Context: an optimization exercise on an open-source flow, tuned for small area. The choices shown serve that exercise and are no tape-out recipe. In this exercise RTL edits were held to simulation tests only and were not proved equivalent to the original.

==> flow/design.v, too long to show whole: its modules and the start of the top module <==
// module fir_tap_mult_path: 59 lines
// module fir_tap_mac: 562 lines
// module fir_tap_booth_enc: 16 lines
// module fir_tap_cpa48: 133 lines
// module fir_tap_add48: 93 lines
// module fir_tap_add27: 51 lines
// module fir_tap_addend_path: 12 lines
// module fir_tap_post_adder: 39 lines
// module fir_tap_top: 33 lines
module fir_tap_top (
    input  wire         clk_i,
    input  wire         rst_i,
    input  fir_tap_pkg::tap_sample_t sample_i,
    input  fir_tap_pkg::coeff_ctrl_t coeff_ctrl_i,
    input  fir_tap_pkg::acc_t        c_i,
    input  fir_tap_pkg::acc_t        pcin_i,
    output fir_tap_pkg::acc_t        p_o
);
  // ...
==> flow/flow/run.sh <==
#!/bin/bash
# Own layout flow: the standard ORFS flow, with
#  - synthesis mapped by ABC for area (flow/abc.script) instead of ORFS's delay script;
#    everything else in synthesis, and so every register, is as in the standard synthesis
#  - port buffers of the smallest buffer cell, and no dummy clock-tree loads.
# Each step's full output is in orfs/logs/; make's own output in flow_*.log here.
set -euo pipefail
W=$(pwd)
F=$W/flow
export MY_ABC_SCRIPT=$F/abc.script
SYNTH="SYNTH_SCRIPT=$F/synth.tcl"
KNOBS=(ABC_AREA=1 ABC_CLOCK_PERIOD_IN_PS=7000
       "BUFFER_PORTS_ARGS=-buffer_cell sky130_fd_sc_hd__buf_1"
       "CTS_ARGS=-sink_clustering_enable -repair_clock_nets -dont_use_dummy_load")
if [[ -f $F/knobs.sh ]]; then source $F/knobs.sh; fi
make -C "$FLOW_HOME" DESIGN_CONFIG="$W/config.mk" WORK_HOME="$W/orfs" CLKGATE_MAP_FILE= \
  "$SYNTH" "${KNOBS[@]}" synth > "$W/flow_synth.log" 2>&1
make -C "$FLOW_HOME" DESIGN_CONFIG="$W/config.mk" WORK_HOME="$W/orfs" CLKGATE_MAP_FILE= \
  "$SYNTH" "${KNOBS[@]}" finish > "$W/flow_finish.log" 2>&1
R=$W/orfs/results/$FLOW_PLATFORM/fir_tap_top/base
: # left out here: write the final layout as DEF
==> flow/flow/abc.script <==
strash; dch; map -a; topo; stime -c
==> flow/flow/knobs.sh <==
KNOBS=(ABC_AREA=1 ABC_CLOCK_PERIOD_IN_PS=7000
       "BUFFER_PORTS_ARGS=-buffer_cell sky130_fd_sc_hd__buf_1"
       "CTS_ARGS=-sink_clustering_enable -repair_clock_nets -dont_use_dummy_load -sink_clustering_size 20 -sink_clustering_max_diameter 50 -buf_list {sky130_fd_sc_hd__clkbuf_8}"
       GPL_TIMING_DRIVEN=0)
==> flow/flow/synth.tcl <==
proc synth {args} { yosys synth -nofsm -noshare -noabc {*}$args }
proc abc {args} {
  set i [lsearch -exact $args -script]
  if {$i >= 0 && [info exists ::env(MY_ABC_SCRIPT)]} {
    set args [lreplace $args [expr {$i + 1}] [expr {$i + 1}] $::env(MY_ABC_SCRIPT)]
  }
  yosys abc {*}$args
}
source $::env(SCRIPTS_DIR)/synth.tcl
# left out here: clear keep_hierarchy, flatten, clean up, hide names made inside functions, write 1_2_yosys.v
==> flow/standard.sh <==
#!/bin/bash
# synth_recipe.tcl (not shown) runs the flow's synth.tcl, then flattens the netlist and writes it again
# the make line also repeats each setting of config.mk as NAME=value (left out here)
make -C /OpenROAD-flow-scripts/flow DESIGN_CONFIG=/design/flow/config.mk WORK_HOME=/design/flow/orfs CLKGATE_MAP_FILE= SYNTH_SCRIPT=/design/flow/synth_recipe.tcl "${@:-finish}"
==> flow/config.mk <==
export PLATFORM = sky130hd
export DESIGN_NAME = fir_tap_top
export DESIGN_NICKNAME = fir_tap_top
export VERILOG_FILES = /design/flow/design.v
export SDC_FILE = /design/flow/constraint.sdc
export NUM_CORES = 4
export LEC_CHECK = 0
export CAP_MARGIN = 20
export CORE_MARGIN = 2
export CORE_UTILIZATION = 40
export SLEW_MARGIN = 20
==> flow/constraint.sdc <==
create_clock -name core_clock -period 7.0 [get_ports {clk_i}]
set_input_delay 1.4000 -clock core_clock [delete_from_list [all_inputs] [get_ports {clk_i}]]
set_output_delay 1.4000 -clock core_clock [all_outputs]
set_load 0.01 [all_outputs]
==> flow_metrics.py, run 1 <==
metrics = {
    "synth": {
        "avgSynthCellArea_sq_um": 10.9,
        "syn_inst": 1851,
        "synth-edff-count": 0,
    },
    "final_layout": {
        "final_common_cell": "fa_1",
        "finalNonFillerCells": 2823,
        "largestClassByArea": "multi-input gates",
    },
    "worst_setup_path": {
        "critPathCaptureType": "flop",
        "cp.depth": 21,
        "crit_slowest_cell": "fa_1",
        "r2r-start": "i_mult_path.two_s1_q[7]",
    },
    "die": {
        "nWellTaps": 672,
        "die_area_sq_um": 52100,
        "initial_core_util": 0.403,
    },
    "timing": {
        "setup_viol": 0,
        "worst_pin_slew_ps": 998,
        "fin_hold_ws_ps": 348,
        "final_max_slew_viol_count": 0,
    },
    "place": {
        "placed_cells": 2752,
        "place_congestion": 0.866,
        "dpl_cell_area_sq_um": 22100,
    },
    "global_routing": {
        "grt_pass1_vias": 16000,
        "grt_first_pass_wirelength_um": 84900,
    },
    "routing": {
        "routedLengthMet1_um": 21200,
        "wl_per_cell_um": 18.7,
        "firstDrtPassIters": 5,
    },
    "clock_network": {
        "htree_num_levels": 2,
        "cts_tree": "done",
        "clock-sinks": 284,
        "clock_path_buffers": 3,
        "cts_inserted_buffers": 37,
    },
    "flow_run": {
        "max_cap_violations": 0,
    },
    "outcome": {
        "status": "finished clean",
    },
    "min_path": {
        "hold_end": "i_mult_path.one_s1_q[0]",
    },
}
==> inputs of run 2 (changes only) <==
==> flow/flow/knobs.sh (replaced) <==
KNOBS=(ABC_AREA=1 ABC_CLOCK_PERIOD_IN_PS=7000
       "BUFFER_PORTS_ARGS=-buffer_cell sky130_fd_sc_hd__buf_1"
       "CTS_ARGS=-sink_clustering_enable -repair_clock_nets -dont_use_dummy_load -buf_list {sky130_fd_sc_hd__clkbuf_4 sky130_fd_sc_hd__clkbuf_8}"
       GPL_TIMING_DRIVEN=0)
==> run 2 against run 1 <==
Die area unchanged. Maximum frequency shrank 1.1%. Global-route usage is 0.064 points higher. Still clean on timing, DRC and antenna. Register-to-register slack worse by 70 ps.
==> flow_metrics.py, run 2 <==
metrics = {
    "final_layout": {
        "final_common_cell": "fa_1",
        "multi_input_area_sq_um": 13600,
        "antenna_cells": 0,
        "nets": 2784,
        "nFillCells": 4761,
        "most-common-layout-cells": "306 x fa_1, 272 x dfxtp_1, 262 x xor2_1, 232 x o22ai_1, 214 x buf_1",
        "layout.area.seq_sq_um": 5710,
        "final_layout_size_suffix_gt1_frac": 0.0794,
        "finalNonFillerCells": 2837,
        "synthToLayoutAreaGrowth_pct": 15.9,
    },
    "place": {
        "placed_cells": 2752,
        "place_congestion": 0.866,
        "dp.final_hpwl_um": 38100,
        "portBuffers": 217,
    },
    "die": {
        "die_x_um": 228,
        "initial_core_util": 0.403,
        "core_area_sq_um": 49900,
        "die_area_sq_um": 52100,
        "rows": 82,
        "ios": 218,
        "die_h_um": 228,
    },
    "synth": {
        "synth-edff-count": 0,
        "synth_seq_cells": 284,
        "synth-xor-area-share": 0.123,
        "synthTopCellsByCount": "308 x fa_1, 284 x dfxtp_1, 263 x xor2_1, 241 x clkinv_1, 234 x o22ai_1",
        "async_flop_share": 0,
        "synth.distinct_cells": 25,
        "avgSynthCellArea_sq_um": 10.9,
        "syn-num-nets": 2468,
        "yosysMostFrequentCell": "fa_1",
        "yosys.area.top_type": "fa_1",
        "synth_compound_area_frac": 0.116,
        "syn_inst": 1851,
        "synthSimpleGateAreaFrac": 0.0402,
        "netlist_area_sq_um": 20100,
        "yosys_warnings": 3,
        "synthTopCellsByArea": "fa_1 31%, dfxtp_1 28%, xor2_1 11%, ha_1 8.6%, o22ai_1 7.3%",
        "ys.flop_type": "dfxtp_1",
        "synth.area.mux_share": 0,
        "synth_top_family_by_area": "adder cells",
        "yosysSeqAreaShare": 0.283,
        "synthAdderAreaFrac": 0.393,
        "synth_top_area_frac": 0.307,
    },
    "outcome": {
        "status": "finished clean",
    },
    "routing": {
        "route.detailed.drc": 0,
        "wl_per_cell_um": 18.7,
        "antenna_left": 0,
        "postRouteWirelength_um": 53200,
        "vias": 15000,
        "firstDrtPassIters": 5,
        "drt_iter0_markers": 1130,
        "vias_per_cell": 5.28,
    },
    "clock_network": {
        "insertion_delay_ps": 640,
        "clock-sinks": 284,
        "htree_num_levels": 2,
        "cts_tree": "done",
        "clock_path_buffers": 3,
        "cts_inserted_buffers": 51,
        "root_buffer": "clkbuf_8",
        "path_clk_slew_ps": 60,
    },
    "global_routing": {
        "grt_first_pass_wirelength_um": 85100,
        "grt_usage": 0.207,
        "grt_max_degree": 37,
        "antenna_found_initial": 0,
        "grt_pass1_vias": 16200,
        "gr-total-overflow": 0,
    },
    "timing": {
        "max_freq_mhz": 149,
        "max_slew_margin": 0.327,
        "setup_viol": 0,
        "worst_pin_slew_ps": 1000,
        "period_share": 0.959,
        "finalCriticalPeriod_ps": 6710,
        "final_max_slew_viol_count": 0,
        "hold_violations": 0,
        "skew_ps": 91.4,
        "fin_hold_ws_ps": 366,
    },
    "worst_setup_path": {
        "worst_path_most_repeated_cell": "fa_1",
        "critPathRequiredTime_ps": 7500,
        "cp-start-kind": "flop",
        "cp.arrival_ps": 7210,
        "crit_type": "reg2reg",
        "crit_chain": "clkinv_2 > o22ai_1 > xor2_1 > fa_1 > fa_1 > fa_1 > fa_1 > fa_1 > ha_1 > a21oi_1 > nand2_1 > a21oi_1 > nor2_1 > a211oi_1 > nand2_2 > nand2_1 > nand2_1 > fa_1 > fa_1 > fa_1 > xor2_1",
        "rr_worst_depth": 21,
        "critPathCaptureType": "flop",
        "cp_max_fo": 26,
        "critPathLaunch": "i_mult_path.two_s1_q[5]",
        "max_stage_delay_ps": 600,
        "crit_slowest_cell": "fa_1",
        "r2r-start": "i_mult_path.two_s1_q[5]",
    },
    "min_path": {
        "hold_path_depth": 2,
        "hp-class": "reg2reg",
        "hold_start": "i_mult_path.mac_q[47]",
    },
    "flow_run": {
        "max_cap_violations": 0,
    },
}
==> run 2: area by class of cell <==
cell class,count,share of cell area
Inverter,241,0.0449
Clock buffer,51,0.0301
Timing Repair Buffer,261,0.0607
Multi-Input combinational cell,1326,0.583
Sequential cell,284,0.245
Timing Repair inverter,2,0.000429
Tap cell,672,0.0361
==> run 2: timing repair <==
| action | CTS | global route |
|---|---|---|
| pin swaps | 2 | 2 |
| resized for setup | 25 | 56 |
| gates cloned | 0 | 2 |
| hold buffers | 0 | 0 |
| buffers inserted | 1 | 31 |
| endpoints found under the setup margin | 24 | 17 |
==> run 2: path summary, 6_finish.rpt <==
path                       endpoint  slack [ps]
max reg2reg   i_mult_path.mac_q[35]         290
min reg2reg  i_post_adder.mac_q[47]         370
min          i_post_adder.mac_q[47]         370
max           i_mult_path.mac_q[35]         290
==> run 2: cell families (layout without fill, tap and decap cells) <==
family | count (synthesis) | after routing
fa+ha+maj | 447 | 447
compound gates | 392 | 392
flops | 284 | 284
xor+xnor | 282 | 282
buf+inv | 241 | 555
simple gates | 205 | 205
==> run 2: worst max-delay path: cells and delay by family, from the launching register on <==
| family | cells | cell delay, ps |
|---|---|---|
| xor gates and xnor gates | 2 | 270 |
| adders and majority gates | 9 | 4150 |
| AOI/OAI and AO/OA | 4 | 920 |
| buffers and inverters | 1 | 390 |
| DFF | 1 | 340 |
| and+or+nand+nor | 5 | 510 |
==> run 2: stage by stage <==
| stage | cell area [sq um] | utilization | setup WS, ps | setup TNS (ps) |
|---|---|---|---|---|
| after floorplan | 20100 | - | 261 | 0 |
| after global placement | 21800 | 0.436 | -1240 | -83280 |
| after detailed placement | 22100 | 0.442 | -1010 | -9690 |
| after CTS | 22800 | 0.457 | 19.2 | 0 |
| after global routing | 23300 | 0.468 | -26.0 | -49.3 |
| final | 23300 | 0.468 | 286 | 0 |
==> run 2: metal layers <==
layer  vias to the layer above  track usage  wire length, um
li1                       6811            -                -
met1                      7359        0.259            21400
met2                       658        0.345            25300
met3                       147       0.0420             4350
met4                         0       0.0931             2110
met5                         -            0                0
==> inputs of run 3 (changes only) <==
--- a/flow/flow/run.sh
+++ b/flow/flow/run.sh
@@ -1,7 +1,16 @@
 #!/bin/bash
-# Own layout flow: the standard ORFS flow, with
-#  - synthesis mapped by ABC for area (flow/abc.script) instead of ORFS's delay script;
-#    everything else in synthesis, and so every register, is as in the standard synthesis
-#  - port buffers of the smallest buffer cell, and no dummy clock-tree loads.
+# Own layout flow: the standard ORFS flow (same make targets, config.mk and
+# SDC), with these changes:
+#  - synthesis (flow/synth.tcl, synth_recipe.tcl with two wrappers): Yosys's
+#    synth runs with -noabc, so extract_fa finds the adder cells in clean
+#    gates rather than in ABC's inverted forms, and the final ABC mapping uses
+#    flow/abc.script (area-oriented "map -a") instead of ORFS's delay script.
+#    Every other synthesis step, and so every register, is as in the
+#    standard synthesis.
+#  - port buffers are the smallest buffer cell (buf_1), global placement is
+#    not timing driven (repair_timing after CTS and global routing still
+#    fixes setup), and CTS uses clkbuf_8 in clusters of up to 20 registers without dummy
+#    loads (flow/knobs.sh).
+# flow/knobs.sh, if present, adjusts the make variables.
 # Each step's full output is in orfs/logs/; make's own output in flow_*.log here.
 set -euo pipefail
==> flow/flow/knobs.sh (replaced) <==
KNOBS=(ABC_AREA=1 ABC_CLOCK_PERIOD_IN_PS=7000
       "BUFFER_PORTS_ARGS=-buffer_cell sky130_fd_sc_hd__buf_1"
       "CTS_ARGS=-sink_clustering_enable -repair_clock_nets -dont_use_dummy_load -sink_clustering_size 20 -sink_clustering_max_diameter 50 -buf_list {sky130_fd_sc_hd__clkbuf_8}"
       GPL_TIMING_DRIVEN=0)
KNOBS+=(PLACE_DENSITY=0.75)
==> run 3 against run 2 <==
Still clean on timing, DRC and antenna. Hold slack worse by 3.5 ps. Count of clock-buffer cells in the layout down 16. Core utilization down 0.29 points. Largest cell class unchanged. Maximum frequency down 0.21%.
==> flow_metrics.py, run 3 <==
metrics = {
    "outcome": {
        "status": "finished clean",
    },
    "synth": {
        "synthSimpleGateAreaFrac": 0.0402,
        "synth_top_family_by_area": "adder cells",
        "synth_seq_cells": 284,
        "synth-xor-area-share": 0.123,
        "yosysSeqAreaShare": 0.283,
        "yosys_warnings": 3,
        "yosysMostFrequentCell": "fa_1",
        "synth.distinct_cells": 25,
        "synthAdderAreaFrac": 0.393,
        "synth_compound_area_frac": 0.116,
        "syn_inst": 1851,
        "synth.area.mux_share": 0,
        "synthTopCellsByArea": "fa_1 31%, dfxtp_1 28%, xor2_1 11%, ha_1 8.6%, o22ai_1 7.3%",
        "ys.flop_type": "dfxtp_1",
        "netlist_area_sq_um": 20100,
        "synth_top_area_frac": 0.307,
        "syn-num-nets": 2468,
        "async_flop_share": 0,
        "synthTopCellsByCount": "308 x fa_1, 284 x dfxtp_1, 263 x xor2_1, 241 x clkinv_1, 234 x o22ai_1",
        "yosys.area.top_type": "fa_1",
        "avgSynthCellArea_sq_um": 10.9,
        "synth-edff-count": 0,
    },
    "worst_setup_path": {
        "r2r-start": "i_mult_path.preadd_q[13]",
        "reg2reg_to": "i_mult_path.mac_q[35]",
        "worst_path_most_repeated_cell": "fa_1",
        "crit_buf_inv": 1,
        "crit_slowest_cell": "fa_1",
        "r2r_slack_ps": 270,
        "max_stage_delay_ps": 640,
        "critPathLaunch": "i_mult_path.preadd_q[13]",
        "cp.arrival_ps": 7190,
        "crit_chain": "clkinv_2 > o22ai_1 > xor2_1 > fa_1 > fa_1 > fa_1 > fa_1 > fa_1 > ha_1 > a21oi_1 > nand2_1 > a21oi_1 > nor2_1 > a211oi_1 > nand2_2 > nand2_1 > nand2_1 > fa_1 > fa_1 > fa_1 > xor2_1",
        "cp_max_fo": 18,
        "rr_worst_depth": 21,
        "cp_top_family": "adder cells",
        "cp.depth": 21,
        "critPathCaptureType": "flop",
        "cp-start-kind": "flop",
        "cp-endpoint": "i_mult_path.mac_q[35]",
        "crit_type": "reg2reg",
        "critPathRequiredTime_ps": 7460,
    },
    "routing": {
        "antenna_left": 0,
        "firstDrtPassIters": 8,
        "route.detailed.drc": 0,
        "vias": 15100,
        "vias_per_cell": 5.35,
        "wl_per_cell_um": 19.1,
        "postRouteWirelength_um": 53900,
        "drt_iter0_markers": 1071,
    },
    "global_routing": {
        "grt_pass1_vias": 16500,
        "grt_max_degree": 37,
        "grt_first_pass_wirelength_um": 84800,
        "grt_usage": 0.206,
        "gr-total-overflow": 0,
        "antenna_found_initial": 0,
    },
    "clock_network": {
        "htree_num_levels": 2,
        "path_clk_slew_ps": 100,
        "clock_path_buffers": 3,
        "hold_buffers": 0,
        "cts_inserted_buffers": 35,
        "insertion_delay_ps": 610,
        "root_buffer": "clkbuf_8",
        "cts_tree": "done",
        "clock-sinks": 284,
    },
    "final_layout": {
        "nets": 2770,
        "final_common_cell": "fa_1",
        "multi_input_area_sq_um": 13600,
        "synthToLayoutAreaGrowth_pct": 15.2,
        "nFillCells": 4644,
        "layout.area.seq_sq_um": 5710,
        "final_layout_size_suffix_gt1_frac": 0.0739,
        "most-common-layout-cells": "306 x fa_1, 272 x dfxtp_1, 263 x xor2_1, 231 x o22ai_1, 214 x buf_1",
        "fin_area_sq_um": 23200,
        "antenna_cells": 0,
    },
    "place": {
        "place_congestion": 0.908,
        "place_ws_ps": -987,
        "dp.final_hpwl_um": 39300,
        "portBuffers": 217,
        "dpl_cell_area_sq_um": 22100,
    },
    "die": {
        "rows": 82,
        "die_area_sq_um": 52100,
        "die_h_um": 228,
        "die_x_um": 228,
        "ios": 218,
        "core_area_sq_um": 49900,
        "initial_core_util": 0.403,
    },
    "timing": {
        "worst_pin_slew_ps": 630,
        "finalCriticalPeriod_ps": 6730,
        "skew_ps": 102,
        "max_freq_mhz": 149,
        "period_share": 0.961,
        "hold_violations": 0,
        "setup_slack_ps": 272,
        "final_max_slew_viol_count": 0,
        "max_slew_margin": 0.579,
        "setup_viol": 0,
    },
    "min_path": {
        "hp-class": "reg2reg",
    },
    "flow_run": {
        "max_cap_violations": 0,
    },
}
run 3: timing repair:
action,in CTS,in global routing
gates cloned,0,2
buffers inserted,3,31
setup endpoints to repair,21,16
pin swaps,3,4
gates resized for setup,32,53
run 3: worst reg2reg max path: stages (launching register included):
cell	delay [ps]
dfxtp_1	350
clkinv_2	350
o22ai_1	340
xor2_1	200
fa_1	470
fa_1	640
fa_1	470
fa_1	500
fa_1	490
ha_1	350
a21oi_1	150
nand2_1	60
a21oi_1	190
nor2_1	70
a211oi_1	220
nand2_2	160
nand2_1	100
nand2_1	130
fa_1	410
fa_1	390
fa_1	380
xor2_1	150
run 3: worst min path at each step:
stage / from / to / slack (ps) / cells after the start
after detailed placement: i_mult_path.coeff_work_q[0] / i_mult_path.one_s1_q[0] / 360 / 0
after CTS: i_mult_path.mac_q[0] / i_post_adder.mac_q[0] / 360 / 2
after floorplan: i_mult_path.coeff_work_q[0] / i_mult_path.one_s1_q[0] / 350 / 0
final: i_mult_path.mac_q[0] / i_post_adder.mac_q[0] / 360 / 2
after global routing: i_mult_path.mac_q[0] / i_post_adder.mac_q[0] / 380 / 2
after global placement: i_mult_path.coeff_work_q[0] / i_mult_path.one_s1_q[0] / 360 / 0
run 3: layer usage:
| metal | track usage | part of all wire |
|---|---|---|
| met1 | 0.250 | 0.39 |
| met2 | 0.351 | 0.48 |
| met4 | 0.0899 | 0.047 |
| met5 | 0 | 0 |
| met3 | 0.0450 | 0.088 |
run 3: per-stage QoR:
step	cells	hold slack, ps	utilization	setup TNS [ps]
detailed placement	2752	364	0.443	-8670
CTS	2790	361	0.455	0
global route	2823	379	0.465	-6.93
floorplan	1851	351	-	0
finish	2823	362	0.465	0
global placement	2740	362	0.436	-67760
run 3: layout make-up:
cell class	instances	area share
multi-input cells	1326	0.586
inverters	241	0.0452
well taps	672	0.0363
repair buffers	263	0.0645
repair inverters	2	0.000432
clock buffers	35	0.0208
flip-flops and latches	284	0.246
run 3: cell families (layout without fill, tap and decap cells):
family,count (synthesis),count (layout)
AO/OA/AOI/OAI,392,392
XOR/XNOR,282,282
adder cells (fa/ha/maj),447,447
buffers and inverters,241,541
flip-flops,284,284
AND/OR/NAND/NOR,205,205
==> inputs of run 4 (changes only) <==
--- a/flow/flow/knobs.sh
+++ b/flow/flow/knobs.sh
@@ -3,3 +3,2 @@
        "CTS_ARGS=-sink_clustering_enable -repair_clock_nets -dont_use_dummy_load -sink_clustering_size 20 -sink_clustering_max_diameter 50 -buf_list {sky130_fd_sc_hd__clkbuf_8}"
        GPL_TIMING_DRIVEN=0)
-KNOBS+=(PLACE_DENSITY=0.75)
==> run 4 against run 3 <==
Still clean on timing, DRC and antenna. Flip-flop and latch count stayed put. Hold slack got worse by 15 ps. Maximum frequency increased by 1.3%. Synthesized cell count unchanged. Register-to-register slack improved by 90 ps. First-iteration DRC count shrank 1.4%. Core utilization shrank 0.11 points. Setup slack better by 89 ps. Cell area shrank 0.24%. Critical path type unchanged. Highest routed layer unchanged.
==> flow_metrics.py, run 4 <==
metrics = {
    "synth": {
        "synth-xor-area-share": 0.123,
        "synthSimpleGateAreaFrac": 0.0402,
        "ys.flop_type": "dfxtp_1",
        "yosys_warnings": 3,
        "synthTopCellsByArea": "fa_1 31%, dfxtp_1 28%, xor2_1 11%, ha_1 8.6%, o22ai_1 7.3%",
        "synth_compound_area_frac": 0.116,
        "yosysSeqAreaShare": 0.283,
        "netlist_area_sq_um": 20100,
        "syn_inst": 1851,
        "async_flop_share": 0,
        "synthAdderAreaFrac": 0.393,
        "synth.distinct_cells": 25,
        "synth.area.mux_share": 0,
        "yosysMostFrequentCell": "fa_1",
        "syn-num-nets": 2468,
        "synth_seq_cells": 284,
        "synth_top_family_by_area": "adder cells",
        "synthTopCellsByCount": "308 x fa_1, 284 x dfxtp_1, 263 x xor2_1, 241 x clkinv_1, 234 x o22ai_1",
        "synth_top_area_frac": 0.307,
        "synth-edff-count": 0,
        "yosys.area.top_type": "fa_1",
        "avgSynthCellArea_sq_um": 10.9,
    },
    "timing": {
        "final_max_slew_viol_count": 0,
        "max_freq_mhz": 151,
        "worst_pin_slew_ps": 998,
        "max_slew_margin": 0.331,
        "finalCriticalPeriod_ps": 6640,
        "setup_viol": 0,
        "fin_hold_ws_ps": 348,
        "setup_slack_ps": 361,
        "period_share": 0.948,
        "skew_ps": 101,
        "hold_violations": 0,
    },
    "global_routing": {
        "grt_usage": 0.206,
        "antenna_found_initial": 0,
        "gr-total-overflow": 0,
        "grt_pass1_vias": 16000,
        "grt_first_pass_wirelength_um": 84900,
        "grt_max_degree": 37,
    },
    "final_layout": {
        "utilization": 0.464,
        "fin_area_sq_um": 23100,
        "finalNonFillerCells": 2823,
        "most-common-layout-cells": "306 x fa_1, 272 x dfxtp_1, 262 x xor2_1, 231 x o22ai_1, 214 x buf_1",
        "synthToLayoutAreaGrowth_pct": 14.9,
        "final_common_cell": "fa_1",
        "nets": 2770,
        "antenna_cells": 0,
        "final_layout_size_suffix_gt1_frac": 0.0744,
        "nFillCells": 4785,
    },
    "worst_setup_path": {
        "cp.arrival_ps": 7100,
        "critPathRequiredTime_ps": 7460,
        "critPathCaptureType": "flop",
        "crit_type": "reg2reg",
        "cp-start-kind": "flop",
        "cp_max_fo": 26,
    },
    "place": {
        "place_congestion": 0.866,
        "placed_cells": 2752,
        "place_ws_ps": -1010,
        "dp.final_hpwl_um": 38100,
        "dpl_cell_area_sq_um": 22100,
        "portBuffers": 217,
    },
    "clock_network": {
        "insertion_delay_ps": 610,
        "path_clk_slew_ps": 90,
        "clock-sinks": 284,
        "cts_tree": "done",
        "cts_inserted_buffers": 37,
        "root_buffer": "clkbuf_8",
        "htree_num_levels": 2,
        "hold_buffers": 0,
        "clock_path_buffers": 3,
    },
    "routing": {
        "antenna_left": 0,
        "route.detailed.drc": 0,
        "vias": 14900,
        "postRouteWirelength_um": 52800,
        "wl_per_cell_um": 18.7,
        "drt_iter0_markers": 1056,
        "vias_per_cell": 5.26,
        "firstDrtPassIters": 5,
    },
    "die": {
        "rows": 82,
        "ios": 218,
        "initial_core_util": 0.403,
        "die_h_um": 228,
        "die_area_sq_um": 52100,
        "die_x_um": 228,
        "core_area_sq_um": 49900,
    },
    "flow_run": {
        "max_cap_violations": 0,
    },
    "outcome": {
        "status": "finished clean",
    },
    "min_path": {
        "hp-class": "reg2reg",
    },
}
==> run 4: what timing repair did <==
item | CTS | global route
gates resized for setup | 27 | 54
setup endpoints to repair | 23 | 17
cloned | 0 | 2
pin swaps | 3 | 2
setup buffers | 2 | 30
==> run 4: cell type report <==
type | instances | area (sq um) | area share
multi-input combinational | 1326 | 13600 | 0.588
sequential | 284 | 5710 | 0.247
timing repair buffer | 261 | 1400 | 0.0607
inverter | 241 | 1040 | 0.0451
tap | 672 | 841 | 0.0364
clock buffer | 37 | 509 | 0.0220
timing repair inverter | 2 | 10.0 | 0.000433
==> run 4: layer usage <==
metal / vias up / share of wire / track usage
met2: 662 / 0.47 / 0.344
met1: 7266 / 0.40 / 0.260
met4: 0 / 0.041 / 0.0854
li1: 6776 / - / -
met5: - / 0 / 0
met3: 155 / 0.086 / 0.0444
==> run 4: path summary, 6_finish.rpt <==
path,from,cells after the start,slack (ps),end
worst max-delay path,i_mult_path.two_s1_q[7],21,360,i_mult_path.mac_q[31]
worst min-delay path,i_mult_path.coeff_work_q[0],0,350,i_mult_path.one_s1_q[0]
worst max register to register,i_mult_path.two_s1_q[7],21,360,i_mult_path.mac_q[31]
worst min register to register,i_mult_path.coeff_work_q[0],0,350,i_mult_path.one_s1_q[0]
==> run 4: cells by family (layout without fill, tap and decap cells) <==
family / after synthesis / count (layout)
AOI/OAI and AO/OA: 392 / 392
xor gates and xnor gates: 282 / 282
adders and majority gates: 447 / 447
buffers and inverters: 241 / 541
DFF: 284 / 284
and+or+nand+nor: 205 / 205
==> run 4: critical path, cell delays in order (launching register included) <==
cell      delay [ps]
dfxtp_1          350
clkinv_2         390
o22ai_1          360
xor2_1           200
fa_1             460
fa_1             570
fa_1             460
fa_1             500
fa_1             500
ha_1             360
a21oi_1          140
nand2_1           60
a21oi_1          200
nor2_1            70
a211oi_1         220
nand2_2          160
clkinv_1          60
o21ai_0           90
fa_1             400
fa_1             400
fa_1             380
xor2_1           150
==> run 4: metrics by stage <==
step                      TNS [ps]
final                            0
after floorplan                  0
after detailed placement     -9690
after global routing         -33.8
after global placement      -83280
after CTS                        0
==> inputs of run 5 (changes only) <==
==> flow/flow/knobs.sh (replaced) <==
KNOBS=(ABC_AREA=1 ABC_CLOCK_PERIOD_IN_PS=7000
       "BUFFER_PORTS_ARGS=-buffer_cell sky130_fd_sc_hd__buf_1"
       "CTS_ARGS=-sink_clustering_enable -repair_clock_nets -dont_use_dummy_load -sink_clustering_size 20 -sink_clustering_max_diameter 80 -buf_list {sky130_fd_sc_hd__clkbuf_8}"
       GPL_TIMING_DRIVEN=0)
==> run 5 against run 4 <==
Cell area fell by 0.93%. Wire length decreased by 0.20%. Final cell count decreased by 0.46%. Still clean.
==> flow_metrics.py, run 5 <==
metrics = {
    "outcome": {
        "status": "finished clean",
    },
    "global_routing": {
        "antenna_found_initial": 0,
        "grt_first_pass_wirelength_um": 84500,
        "grt_usage": 0.204,
        "grt_max_degree": 37,
        "gr-total-overflow": 0,
        "grt_pass1_vias": 15900,
    },
    "clock_network": {
        "cts_tree": "done",
        "htree_num_levels": 1,
        "cts_inserted_buffers": 22,
        "clock-sinks": 284,
        "clock_path_buffers": 3,
        "root_buffer": "clkbuf_8",
        "hold_buffers": 0,
        "insertion_delay_ps": 640,
        "path_clk_slew_ps": 120,
    },
    "min_path": {
        "hp-class": "reg2reg",
        "hold_start": "i_mult_path.coeff_work_q[9]",
    },
    "worst_setup_path": {
        "cp.arrival_ps": 7200,
        "r2r_slack_ps": 270,
        "worst_path_most_repeated_cell": "fa_1",
        "critPathRequiredTime_ps": 7480,
        "r2r-start": "i_mult_path.two_s1_q[7]",
        "max_stage_delay_ps": 530,
        "crit_chain": "clkinv_2 > o22ai_1 > xor2_1 > fa_1 > fa_1 > fa_1 > fa_1 > fa_1 > ha_1 > a21oi_1 > nand2_1 > a21oi_1 > nor2_1 > a211oi_1 > nand2_2 > nand2_1 > nand2_1 > fa_1 > fa_1 > fa_1 > xor2_1",
        "cp-start-kind": "flop",
        "crit_slowest_cell": "fa_1",
        "crit_type": "reg2reg",
        "critPathLaunch": "i_mult_path.two_s1_q[7]",
        "critPathCaptureType": "flop",
        "cp_max_fo": 26,
    },
    "routing": {
        "antenna_left": 0,
        "route.detailed.drc": 0,
        "vias": 14900,
        "vias_per_cell": 5.30,
        "postRouteWirelength_um": 52700,
        "drt_iter0_markers": 1055,
        "wl_per_cell_um": 18.8,
        "firstDrtPassIters": 7,
    },
    "synth": {
        "synth_top_family_by_area": "adder cells",
        "synthTopCellsByArea": "fa_1 31%, dfxtp_1 28%, xor2_1 11%, ha_1 8.6%, o22ai_1 7.3%",
        "synth_top_area_frac": 0.307,
        "synth.distinct_cells": 25,
        "synth.area.mux_share": 0,
        "synthTopCellsByCount": "308 x fa_1, 284 x dfxtp_1, 263 x xor2_1, 241 x clkinv_1, 234 x o22ai_1",
        "yosysSeqAreaShare": 0.283,
        "yosys_warnings": 3,
        "syn_inst": 1851,
        "synthSimpleGateAreaFrac": 0.0402,
        "synth-edff-count": 0,
        "ys.flop_type": "dfxtp_1",
        "async_flop_share": 0,
        "netlist_area_sq_um": 20100,
        "synth-xor-area-share": 0.123,
        "synth_seq_cells": 284,
        "synthAdderAreaFrac": 0.393,
        "avgSynthCellArea_sq_um": 10.9,
        "synth_compound_area_frac": 0.116,
        "yosysMostFrequentCell": "fa_1",
        "yosys.area.top_type": "fa_1",
        "syn-num-nets": 2468,
    },
    "timing": {
        "finalCriticalPeriod_ps": 6730,
        "setup_tns_ps": 0,
        "final_max_slew_viol_count": 0,
        "fin_hold_ws_ps": 333,
        "hold_violations": 0,
        "worst_pin_slew_ps": 667,
        "period_share": 0.961,
        "skew_ps": 138,
        "max_freq_mhz": 149,
        "max_slew_margin": 0.554,
        "setup_viol": 0,
    },
    "die": {
        "ios": 218,
        "rows": 82,
        "die_h_um": 228,
        "die_area_sq_um": 52100,
        "initial_core_util": 0.403,
        "core_area_sq_um": 49900,
        "die_x_um": 228,
    },
    "final_layout": {
        "utilization": 0.459,
        "final_layout_size_suffix_gt1_frac": 0.0683,
        "antenna_cells": 0,
        "nFillCells": 4803,
        "most-common-layout-cells": "306 x fa_1, 272 x dfxtp_1, 262 x xor2_1, 232 x o22ai_1, 214 x buf_1",
        "layout.area.seq_sq_um": 5710,
        "multi_input_area_sq_um": 13600,
        "synthToLayoutAreaGrowth_pct": 13.9,
        "nets": 2757,
        "final_common_cell": "fa_1",
    },
    "place": {
        "place_congestion": 0.866,
        "dp.final_hpwl_um": 38100,
        "portBuffers": 217,
    },
    "flow_run": {
        "max_cap_violations": 0,
    },
}
==> run 5: cell counts after synthesis <==
Identical to the previous run, type by type.
==> run 5: repair_timing <==
item                       CTS  global route
gates cloned                 0             2
resized for setup           29            52
setup endpoints to repair   23            16
pin swaps                    2             2
setup buffers                1            33
==> run 5: cell type report <==
type	count	area share
Clock buffer	22	0.0132
Tap cell	672	0.0367
Sequential cell	284	0.249
Timing Repair Buffer	263	0.0614
Inverter	241	0.0453
Timing Repair inverter	2	0.000437
Multi-Input combinational cell	1326	0.593
==> run 5: metrics by stage <==
stage               cells  setup WS, ps  instance area (sq um)
floorplan            1851           261                  20100
global placement     2740         -1240                  21800
detailed placement   2752         -1010                  22100
CTS                  2775         0.745                  22400
global route         2810         -2.46                  22900
finish               2810           273                  22900
==> run 5: cells by family (layout without fill, tap and decap cells) <==
family                     count (synthesis)  count (layout)
and+or+nand+nor                          205             205
adders and majority gates                447             447
xor gates and xnor gates                 282             282
DFF                                      284             284
AOI/OAI and AO/OA                        392             392
buffers and inverters                    241             528
==> run 5: metal layers <==
layer | share of wire | track usage | vias to the layer above
li1 | - | - | 6744
met1 | 0.40 | 0.261 | 7290
met2 | 0.47 | 0.344 | 710
met3 | 0.087 | 0.0361 | 141
met4 | 0.040 | 0.0786 | 0
met5 | 0 | 0 | -
==> run 5: path summary, 6_finish.rpt <==
path                            cells past startpoint                 endpoint
worst min register to register                      0  i_mult_path.neg_s1_q[4]
worst max register to register                     21    i_mult_path.mac_q[35]
worst max-delay path                               21    i_mult_path.mac_q[35]
worst min-delay path                                0  i_mult_path.neg_s1_q[4]
==> run 5: worst max-delay path, delay by kind of cell (launching register included) <==
kind	cells	cell delay [ps]
AOI/OAI and AO/OA	4	910
xor gates and xnor gates	2	340
adders and majority gates	9	4040
buffers and inverters	1	380
DFF	1	370
and+or+nand+nor	5	510
==> inputs of run 6 (changes only) <==
==> flow/flow/knobs.sh (replaced) <==
KNOBS=(ABC_AREA=1 ABC_CLOCK_PERIOD_IN_PS=7000
       "BUFFER_PORTS_ARGS=-buffer_cell sky130_fd_sc_hd__buf_1"
       "CTS_ARGS=-sink_clustering_enable -repair_clock_nets -dont_use_dummy_load -sink_clustering_size 20 -sink_clustering_max_diameter 65 -buf_list {sky130_fd_sc_hd__clkbuf_8}"
       GPL_TIMING_DRIVEN=0)
==> run 6 against run 5 <==
Critical path depth stayed put. Maximum frequency up 0.94%. Global-route usage about the same. Clock skew decreased by 22 ps. Area after synthesis unchanged. Core utilization rose by 0.24 points. Sequential share of layout area shrank 0.14 points. Hold slack improved by 17 ps. Critical path type unchanged. First-iteration DRC count fell by 8.2%. Via count barely moved. Final cell count rose by 0.25%.
==> flow_metrics.py, run 6 <==
metrics = {
    "worst_setup_path": {
        "crit_chain": "clkinvlp_4 > o22ai_1 > xor2_1 > fa_1 > fa_1 > fa_1 > fa_1 > fa_1 > ha_1 > a21oi_1 > nand2_1 > a21oi_1 > nor2_1 > a211oi_1 > nand2_2 > nand2_1 > nand2_1 > fa_1 > fa_1 > fa_1 > xor2_1",
        "crit_type": "reg2reg",
        "max_stage_delay_ps": 590,
        "worst_path_most_repeated_cell": "fa_1",
        "critPathRequiredTime_ps": 7510,
        "critPathCaptureType": "flop",
        "cp_top_family": "adder cells",
        "cp_max_fo": 18,
        "cp-start-kind": "flop",
        "crit_buf_inv": 1,
        "crit_slowest_cell": "fa_1",
        "cp.arrival_ps": 7180,
    },
    "die": {
        "die_x_um": 228,
        "initial_core_util": 0.403,
        "core_area_sq_um": 49900,
        "ios": 218,
        "die_h_um": 228,
        "rows": 82,
        "die_area_sq_um": 52100,
    },
    "place": {
        "dp.final_hpwl_um": 38100,
        "dpl_cell_area_sq_um": 22100,
        "place_congestion": 0.866,
        "place_ws_ps": -1010,
        "portBuffers": 217,
    },
    "timing": {
        "fin_hold_ws_ps": 351,
        "period_share": 0.952,
        "hold_violations": 0,
        "setup_viol": 0,
        "max_slew_margin": 0.567,
        "finalCriticalPeriod_ps": 6660,
        "setup_slack_ps": 335,
        "skew_ps": 116,
        "max_freq_mhz": 150,
        "worst_pin_slew_ps": 647,
        "final_max_slew_viol_count": 0,
    },
    "global_routing": {
        "grt_pass1_vias": 16000,
        "antenna_found_initial": 0,
        "grt_first_pass_wirelength_um": 84500,
        "gr-total-overflow": 0,
        "grt_usage": 0.203,
        "grt_max_degree": 37,
    },
    "synth": {
        "synth.distinct_cells": 25,
        "ys.flop_type": "dfxtp_1",
        "async_flop_share": 0,
        "synthTopCellsByArea": "fa_1 31%, dfxtp_1 28%, xor2_1 11%, ha_1 8.6%, o22ai_1 7.3%",
        "synth-edff-count": 0,
        "yosys_warnings": 3,
        "synth_top_area_frac": 0.307,
        "syn-num-nets": 2468,
        "synth_seq_cells": 284,
        "avgSynthCellArea_sq_um": 10.9,
        "synthTopCellsByCount": "308 x fa_1, 284 x dfxtp_1, 263 x xor2_1, 241 x clkinv_1, 234 x o22ai_1",
        "syn_inst": 1851,
        "yosysMostFrequentCell": "fa_1",
        "netlist_area_sq_um": 20100,
        "yosys.area.top_type": "fa_1",
        "yosysSeqAreaShare": 0.283,
    },
    "flow_run": {
        "max_cap_violations": 0,
    },
    "clock_network": {
        "cts_tree": "done",
        "hold_buffers": 0,
        "insertion_delay_ps": 660,
        "clock_path_buffers": 3,
        "clock-sinks": 284,
        "root_buffer": "clkbuf_8",
        "cts_inserted_buffers": 28,
        "path_clk_slew_ps": 90,
        "htree_num_levels": 1,
    },
    "routing": {
        "postRouteWirelength_um": 52600,
        "antenna_left": 0,
        "firstDrtPassIters": 5,
        "vias": 14900,
        "wl_per_cell_um": 18.7,
        "vias_per_cell": 5.28,
        "drt_iter0_markers": 968,
        "route.detailed.drc": 0,
    },
    "final_layout": {
        "fin_area_sq_um": 23000,
        "antenna_cells": 0,
        "nets": 2764,
        "most-common-layout-cells": "306 x fa_1, 272 x dfxtp_1, 262 x xor2_1, 232 x o22ai_1, 214 x buf_1",
        "utilization": 0.462,
        "final_common_cell": "fa_1",
        "synthToLayoutAreaGrowth_pct": 14.5,
        "final_layout_size_suffix_gt1_frac": 0.0713,
    },
    "min_path": {
        "hp-class": "reg2reg",
    },
    "outcome": {
        "status": "finished clean",
    },
}
run 6: layout make-up:
cell class | count | area (sq um)
Sequential cell | 284 | 5710
Tap cell | 672 | 841
Inverter | 241 | 1040
Fill cell | 4792 | 26800
Clock buffer | 28 | 385
Multi-Input combinational cell | 1326 | 13600
Timing Repair inverter | 2 | 10.0
Timing Repair Buffer | 264 | 1440
run 6: layer usage:
| metal | GRT usage | part of all wire | up-vias |
|---|---|---|---|
| li1 | - | - | 6758 |
| met5 | 0 | 0 | - |
| met4 | 0.0733 | 0.038 | 0 |
| met2 | 0.345 | 0.47 | 715 |
| met1 | 0.260 | 0.40 | 7263 |
| met3 | 0.0371 | 0.090 | 140 |
run 6: logic make-up after synthesis:
kind of cell / share of synthesized area
adder cells (fa/ha/maj): 0.393
AO/OA/AOI/OAI: 0.116
flip-flops: 0.283
XOR/XNOR: 0.123
buffers and inverters: 0.0450
AND/OR/NAND/NOR: 0.0402
run 6: path summary, 6_finish.rpt:
kind / slack, ps / cells past startpoint / startpoint / to
hold reg to reg: 350 / 2 / i_mult_path.mac_q[32] / i_post_adder.mac_q[32]
setup reg to reg: 340 / 21 / i_mult_path.preadd_q[5] / i_mult_path.mac_q[35]
setup / recovery: 340 / 21 / i_mult_path.preadd_q[5] / i_mult_path.mac_q[35]
hold / removal: 350 / 2 / i_mult_path.mac_q[32] / i_post_adder.mac_q[32]
run 6: tightest hold or removal path, delay by kind of cell, from the launching register on:
kind / cells / cell delay (ps)
flip-flops: 1 / 290
buffers and inverters: 1 / 40
AND/OR/NAND/NOR: 1 / 30
run 6: repair_timing:
item	CTS	global route
cloned	0	2
pin swaps	2	2
setup buffers	1	34
resized for setup	28	54
hold endpoints to repair	0	0
endpoints found under the setup margin	24	16
run 6: stage by stage:
stage	std cells	TNS (ps)
after global routing	2817	-2.64
after detailed placement	2752	-9690
after floorplan	1851	0
after global placement	2740	-83280
after CTS	2781	0
final	2817	0
==> inputs of run 7 (changes only) <==
==> flow/flow/knobs.sh (replaced) <==
KNOBS=(ABC_AREA=1 ABC_CLOCK_PERIOD_IN_PS=7000
       "BUFFER_PORTS_ARGS=-buffer_cell sky130_fd_sc_hd__buf_1"
       "CTS_ARGS=-sink_clustering_enable -repair_clock_nets -dont_use_dummy_load -sink_clustering_size 16 -sink_clustering_max_diameter 80 -buf_list {sky130_fd_sc_hd__clkbuf_8}"
       GPL_TIMING_DRIVEN=0)
==> run 7 against run 6 <==
Count of clock-buffer cells in the layout fell by 3. Critical path type unchanged. Flip-flop and latch count did not move. Wire length barely moved. Core utilization fell by 0.12 points. Setup slack got worse by 70 ps. Via count barely moved. Highest routed layer unchanged.
==> flow_metrics.py, run 7 <==
metrics = {
    "outcome": {
        "status": "finished clean",
    },
    "routing": {
        "vias": 14900,
        "vias_per_cell": 5.30,
        "wl_per_cell_um": 18.7,
        "firstDrtPassIters": 6,
        "drt_iter0_markers": 1090,
        "postRouteWirelength_um": 52700,
        "route.detailed.drc": 0,
        "antenna_left": 0,
    },
    "synth": {
        "synth_compound_area_frac": 0.116,
        "synth_seq_cells": 284,
        "yosysSeqAreaShare": 0.283,
        "synthTopCellsByArea": "fa_1 31%, dfxtp_1 28%, xor2_1 11%, ha_1 8.6%, o22ai_1 7.3%",
        "syn-num-nets": 2468,
        "synth_top_area_frac": 0.307,
        "yosys_warnings": 3,
        "synthTopCellsByCount": "308 x fa_1, 284 x dfxtp_1, 263 x xor2_1, 241 x clkinv_1, 234 x o22ai_1",
        "synth_top_family_by_area": "adder cells",
        "yosys.area.top_type": "fa_1",
        "avgSynthCellArea_sq_um": 10.9,
        "synth-xor-area-share": 0.123,
        "synth-edff-count": 0,
        "syn_inst": 1851,
        "yosysMostFrequentCell": "fa_1",
        "synth.area.mux_share": 0,
        "netlist_area_sq_um": 20100,
        "synth.distinct_cells": 25,
        "async_flop_share": 0,
        "synthAdderAreaFrac": 0.393,
        "synthSimpleGateAreaFrac": 0.0402,
        "ys.flop_type": "dfxtp_1",
    },
    "die": {
        "rows": 82,
        "die_h_um": 228,
        "ios": 218,
        "initial_core_util": 0.403,
        "core_area_sq_um": 49900,
        "die_area_sq_um": 52100,
        "die_x_um": 228,
    },
    "global_routing": {
        "grt_max_degree": 37,
        "grt_first_pass_wirelength_um": 84500,
        "antenna_found_initial": 0,
        "grt_usage": 0.204,
        "grt_pass1_vias": 15900,
        "gr-total-overflow": 0,
    },
    "min_path": {
        "hold_start": "i_mult_path.coeff_work_q[9]",
        "hp-class": "reg2reg",
    },
    "timing": {
        "max_slew_margin": 0.572,
        "hold_violations": 0,
        "period_share": 0.962,
        "setup_tns_ps": 0,
        "setup_viol": 0,
        "fin_hold_ws_ps": 342,
        "skew_ps": 101,
        "setup_slack_ps": 265,
        "finalCriticalPeriod_ps": 6740,
        "max_freq_mhz": 148,
        "rsz0062_at_grt": "yes",
        "worst_pin_slew_ps": 641,
        "final_max_slew_viol_count": 0,
    },
    "worst_setup_path": {
        "critPathLaunch": "i_mult_path.one_s1_q[5]",
        "cp-start-kind": "flop",
        "crit_slowest_cell": "fa_1",
        "worst_path_most_repeated_cell": "fa_1",
        "crit_type": "reg2reg",
        "critPathRequiredTime_ps": 7480,
        "cp_top_family": "adder cells",
        "critPathCaptureType": "flop",
        "crit_chain": "clkinv_2 > o22ai_1 > xor2_1 > fa_1 > fa_1 > fa_1 > fa_1 > fa_1 > ha_1 > a21oi_1 > nand2_1 > a21oi_1 > nor2_1 > a211oi_1 > nand2_2 > nand2_1 > nand2_1 > fa_1 > fa_1 > fa_1 > xor2_1",
        "r2r-start": "i_mult_path.one_s1_q[5]",
        "max_stage_delay_ps": 530,
        "crit_buf_inv": 1,
        "cp_max_fo": 26,
        "cp.arrival_ps": 7220,
    },
    "place": {
        "place_congestion": 0.866,
        "dp.final_hpwl_um": 38100,
        "portBuffers": 217,
        "dpl_cell_area_sq_um": 22100,
        "place_ws_ps": -1010,
    },
    "final_layout": {
        "synthToLayoutAreaGrowth_pct": 14.2,
        "layout.area.seq_sq_um": 5710,
        "final_layout_size_suffix_gt1_frac": 0.0692,
        "nets": 2758,
        "final_common_cell": "fa_1",
        "antenna_cells": 0,
        "fin_area_sq_um": 23000,
        "nFillCells": 4788,
        "multi_input_area_sq_um": 13600,
        "most-common-layout-cells": "305 x fa_1, 272 x dfxtp_1, 262 x xor2_1, 232 x o22ai_1, 214 x buf_1",
    },
    "clock_network": {
        "insertion_delay_ps": 610,
        "path_clk_slew_ps": 100,
        "clock-sinks": 284,
        "root_buffer": "clkbuf_8",
        "cts_tree": "done",
        "cts_inserted_buffers": 25,
        "htree_num_levels": 1,
        "clock_path_buffers": 3,
    },
    "flow_run": {
        "max_cap_violations": 0,
    },
}
[run 7: cell counts after synthesis]
No cell type changed its count.
[run 7: worst paths after layout]
check,depth (start not counted),endpoint,slack [ps]
hold / removal,0,i_mult_path.neg_s1_q[4],340
setup reg to reg,21,i_mult_path.mac_q[35],260
setup / recovery,21,i_mult_path.mac_q[35],260
hold reg to reg,0,i_mult_path.neg_s1_q[4],340
[run 7: stage by stage]
stage,utilization,cells
final,0.460,2811
after global placement,0.436,2740
after floorplan,-,1851
after detailed placement,0.442,2752
after global routing,0.460,2811
after CTS,0.450,2778
[run 7: cells by family after synthesis]
kind of cell | after synthesis
adders and majority gates | 447
AOI/OAI and AO/OA | 392
DFF | 284
xor gates and xnor gates | 282
buffers and inverters | 241
and+or+nand+nor | 205
[run 7: final cells by class]
class	count	area share
Tap cell	672	0.0366
Sequential cell	284	0.249
Inverter	241	0.0454
Timing Repair inverter	2	0.000436
Clock buffer	25	0.0150
Multi-Input combinational cell	1326	0.592
Timing Repair Buffer	261	0.0617
[run 7: what timing repair did]
action,4_1_cts,5_1_grt
endpoints found under the setup margin,24,16
gates cloned,0,2
buffers inserted,1,31
resized for setup,27,55
pin swaps,2,2
hold endpoints to repair,0,0
hold buffers,0,0
[run 7: routing by layer]
layer,wire [um],vias to the layer above,global-route usage
li1,-,6754,-
met1,21600,7348,0.260
met2,24900,660,0.344
met3,4180,127,0.0381
met4,1960,0,0.0758
met5,0,-,0

[port drivers added, routing unchanged]
The flow's constraints put no driver on any port. The routed layouts listed below were extracted and timed again, unchanged, in two steps. Step 1 sets driving cells, clkbuf_16 on the clock port and buf_2 on the other inputs (assumed; they add their load-dependent delay and slew). Step 2 adds t to the input delays and takes it off the output delays; t is the mean of the earliest and latest rising clock arrival at the registers after step 1. Input paths then give back, and output paths get back, about the clock's delay inside the block. a / b / c = ideal ports / drivers / drivers and shift; a / b = the first two.
run | t, ns | setup WS [ns] | latest minus earliest clock arrival (ns)
run 1 | 0.613 | 0.361 / 0.361 / -0.175 | 0.101 / 0.101
run 2 | 0.642 | 0.286 / 0.286 / -0.186 | 0.092 / 0.092
run 3 | 0.609 | 0.272 / 0.272 / -0.216 | 0.102 / 0.102
run 4 | 0.613 | 0.361 / 0.361 / -0.175 | 0.101 / 0.101
run 5 | 0.619 | 0.273 / 0.273 / -0.164 | 0.141 / 0.141
run 6 | 0.654 | 0.335 / 0.335 / -0.184 | 0.116 / 0.116
run 7 | 0.615 | 0.265 / 0.265 / -0.121 | 0.101 / 0.101
With both steps, setup timing fails in every run listed, where it was met with ideal ports.
